From an optimization exercise on the open Yosys and OpenROAD flow, aimed at small area, a short achievable clock period and few clock cycles; shortcuts taken in it are not production practice. Function was checked by simulation only, so behaviour that the tests miss may differ from the original. Power is estimated from default activity; no workload was simulated.

== job 101 ==
// cqt_decoder
module cqt_decoder
#(
    parameter int MAX_CTB_COLS = 64   
) (
    input  logic        clk,
    input  logic        rst_n,
    input  logic        cqt_start,
    input  cqt_pkg::ctb_col_t    ctb_x,
    input  cqt_pkg::ctb_row_t    ctb_y,
    input  cqt_pkg::pix_x_t      pic_width,
    input  cqt_pkg::pix_y_t      pic_height,
    output logic        bin_req,
    output cqt_pkg::ctx_addr_t   ctx_addr,
    input  logic        bin,
    input  logic        bin_vld,
    output logic        cu_valid,
    input  logic        cu_ready,
    output cqt_pkg::pix_x_t      cu_x,
    output cqt_pkg::pix_y_t      cu_y,
    output logic [2:0]  cu_log2_size,
    output logic        busy,
    output logic        ctb_done
);
For scale: about 1,300 cells after synthesis, roughly 430 flip-flops, roughly 80 I/O pins, about 16,000 um2 of cells after synthesis.
==> flow/config.mk <==
export PLATFORM = sky130hd
export DESIGN_NAME = cqt_decoder
export DESIGN_NICKNAME = cqt_decoder
export VERILOG_FILES = /design/flow/design.v
export SDC_FILE = /design/flow/constraint.sdc
export NUM_CORES = 4
export LEC_CHECK = 0
export ABC_AREA = 1
export CAP_MARGIN = 20
export CORE_MARGIN = 2
export CORE_UTILIZATION = 50
export CTS_BUF_LIST = sky130_fd_sc_hd__clkbuf_16
export CTS_CLUSTER_DIAMETER = 80
export CTS_CLUSTER_SIZE = 30
export GPL_ROUTABILITY_DRIVEN = 0
export PLACE_DENSITY = 0.7
export SETUP_SLACK_MARGIN = 3.6
export SLEW_MARGIN = 20
==> flow/constraint.sdc <==
create_clock -name core_clock -period 6.0 [get_ports {clk}]
set_input_delay 1.2000 -clock core_clock [delete_from_list [all_inputs] [get_ports {clk}]]
set_output_delay 1.2000 -clock core_clock [all_outputs]
set_load 0.01 [all_outputs]
run.sh (not shown) runs the stock make flow with config.mk's settings and CLKGATE_MAP_FILE= SYNTH_SCRIPT=/design/flow/synth_recipe.tcl, a recipe that flattens the netlist after the stock synthesis.
Job 101: PASS, flow complete, no timing, DRC or antenna violations
Testbench counts of job 101, summed over its fixed seeds: cycles 32,788.
Edits applied to the flow inputs when going from job 101 to job 102:
Settings: TNS_END_PERCENT: unset -> 5; GPL_ROUTABILITY_DRIVEN: 0 -> unset.
- Sort job 102 and job 101 by met3 usage, ascending, and job 102 comes first.
- Between job 101 and job 102, the flow reports total power decreasing slightly.
- Comparing job 101 against job 102, there is no change at all in synthesized area.
- The part of the power in the clock network number comes out higher for job 101 vs job 102.
- Routed wire in job 102 totals more than in job 101.
- Looking at worst setup slack across job 102 and job 101, the one that comes out lower is job 102.
- Job 102 and job 101 ended up with roughly the same number of fill cells.
- Taking job 101 as the reference, in job 102 post-route cell area shows no meaningful change; average wire length per cell after detail routing went up 0.061 um; final cycle utilization of the critical path higher.
Modified inputs, job 103 compared to job 102
Settings: PLACE_DENSITY now 0.8, was 0.7; TNS_END_PERCENT no longer set, was 5; CORE_UTILIZATION now 55, was 50.
Notes after the runs:
The setup slack after layout of job 103 exceeds that of job 102 by 0.23 ns. Job 102 and job 103 ended up with roughly the same clock-pin slew of the registers on the worst-case setup and hold paths. On sum of buffers and inverters on the critical path: job 103 sits above job 102. On portion of total power attributed to the clock network: between job 102 and job 103, it ends up lower for job 102. Area of all sequential standard cells delta (job 103 -> job 102): insignificant.
Changes in job 104 relative to job 103:
Settings: a change of CORE_UTILIZATION from 55 to 50; a change of PLACE_DENSITY from 0.8 to 0.7; a change of SETUP_SLACK_MARGIN from 3.6 to 3.65.
### Flow results
- Every stage of the flow completed for job 104, and the final layout passed the timing, design-rule and antenna checks.
- | post-route cell area | job 104 vs job 103 | worse |
- Routed wire in job 104 totals less than in job 103.
- Going from job 103 to job 104, count of instances resized after the clock tree is built higher; count of clock-buffer cells in the layout went up about 15%; starting density of the core decreased 5.0 points; number of fill cells moved up.
Setup changes, job 104 to job 105
Settings: a change of CTS_CLUSTER_SIZE from 30 to 24; a change of SETUP_SLACK_MARGIN from 3.65 to 3.6; a change of CTS_CLUSTER_DIAMETER from 80 to 60.
==> summary.txt <==
Job 105: routed via count divided by cell count is 0.017 lower than what job 104 reported.
Sort job 104 and job 105 by count of clock-buffer cells in the layout asc -> top: job 104
When the final numbers for job 104 and job 105 were put side by side, the met3 demand-to-capacity share in global routing turned out to be smaller in job 105.
Comparing job 104 with job 105, the average wire per standard cell came out essentially unchanged.
Of job 104 and job 105, the run reporting the higher final critical-path share of the clock period was job 104.
Summary — minimum clock period, job 105 relative to job 104: lower, by 0.047 ns.

## old
Starting RTL as in the previous note.
Settings: LEC_CHECK=0, ABC_AREA=1, CAP_MARGIN=20, CORE_MARGIN=2, CORE_UTILIZATION=50, CTS_BUF_LIST=sky130_fd_sc_hd__clkbuf_16, CTS_CLUSTER_DIAMETER=80, CTS_CLUSTER_SIZE=30, PLACE_DENSITY=0.7, SETUP_SLACK_MARGIN=3.55, SLEW_MARGIN=20; clock period 6.0 ns.
Testbench counts of old, summed over its fixed seeds: cycles 32,788.
--- input diff old..new ---
Settings: SETUP_SLACK_MARGIN now 3.6, was 3.55; TNS_END_PERCENT now 20, previously not set.
### Flow results
- old → new: clock group share of total power saw a decrease, global-route usage saw a decrease, diode insertion count for antenna repair saw an increase, combinational power saw an increase.
- Run comparison: old top routing layer in use met5; new top routing layer in use met4

what the ideal ports hide:
No port has a modelled driver above. Below, the same layouts with a new extraction and two added sets of constraints.
Step 1 assumes that a clkbuf_16 drives the clock port and a buf_2 every other input.
Step 2 times the ports against the registers' clock, not the clock port: input delays grow and output delays shrink by t, the midpoint of the rising clock arrivals with the driver on.
Three values: ideal ports, drivers, drivers and shift; two values: the first two.
run | shift t [ns] | setup slack, ns | worst hold slack (ns) | cell pins on the clock port's net
job 101 | 0.581 | 3.549 / 3.564 / 2.998 | 0.417 / 0.417 / 0.417 | 1
job 102 | 0.583 | 3.358 / 3.310 / 2.900 | 0.423 / 0.423 / 0.423 | 1
job 103 | 0.583 | 3.590 / 3.598 / 3.031 | 0.420 / 0.420 / 0.420 | 1
job 104 | 0.591 | 3.592 / 3.576 / 2.985 | 0.416 / 0.416 / 0.416 | 1
job 105 | 0.621 | 3.639 / 3.589 / 3.053 | 0.411 / 0.411 / 0.411 | 1
old | 0.583 | 3.552 / 3.547 / 2.964 | 0.417 / 0.417 / 0.417 | 1
new | 0.582 | 3.397 / 3.350 / 3.007 | 0.423 / 0.423 / 0.423 | 1
After both steps every run listed still meets setup and hold. For job 104, which loses most, drivers alone change the setup slack by -0.016 ns; drivers and shift together by -0.607 ns.
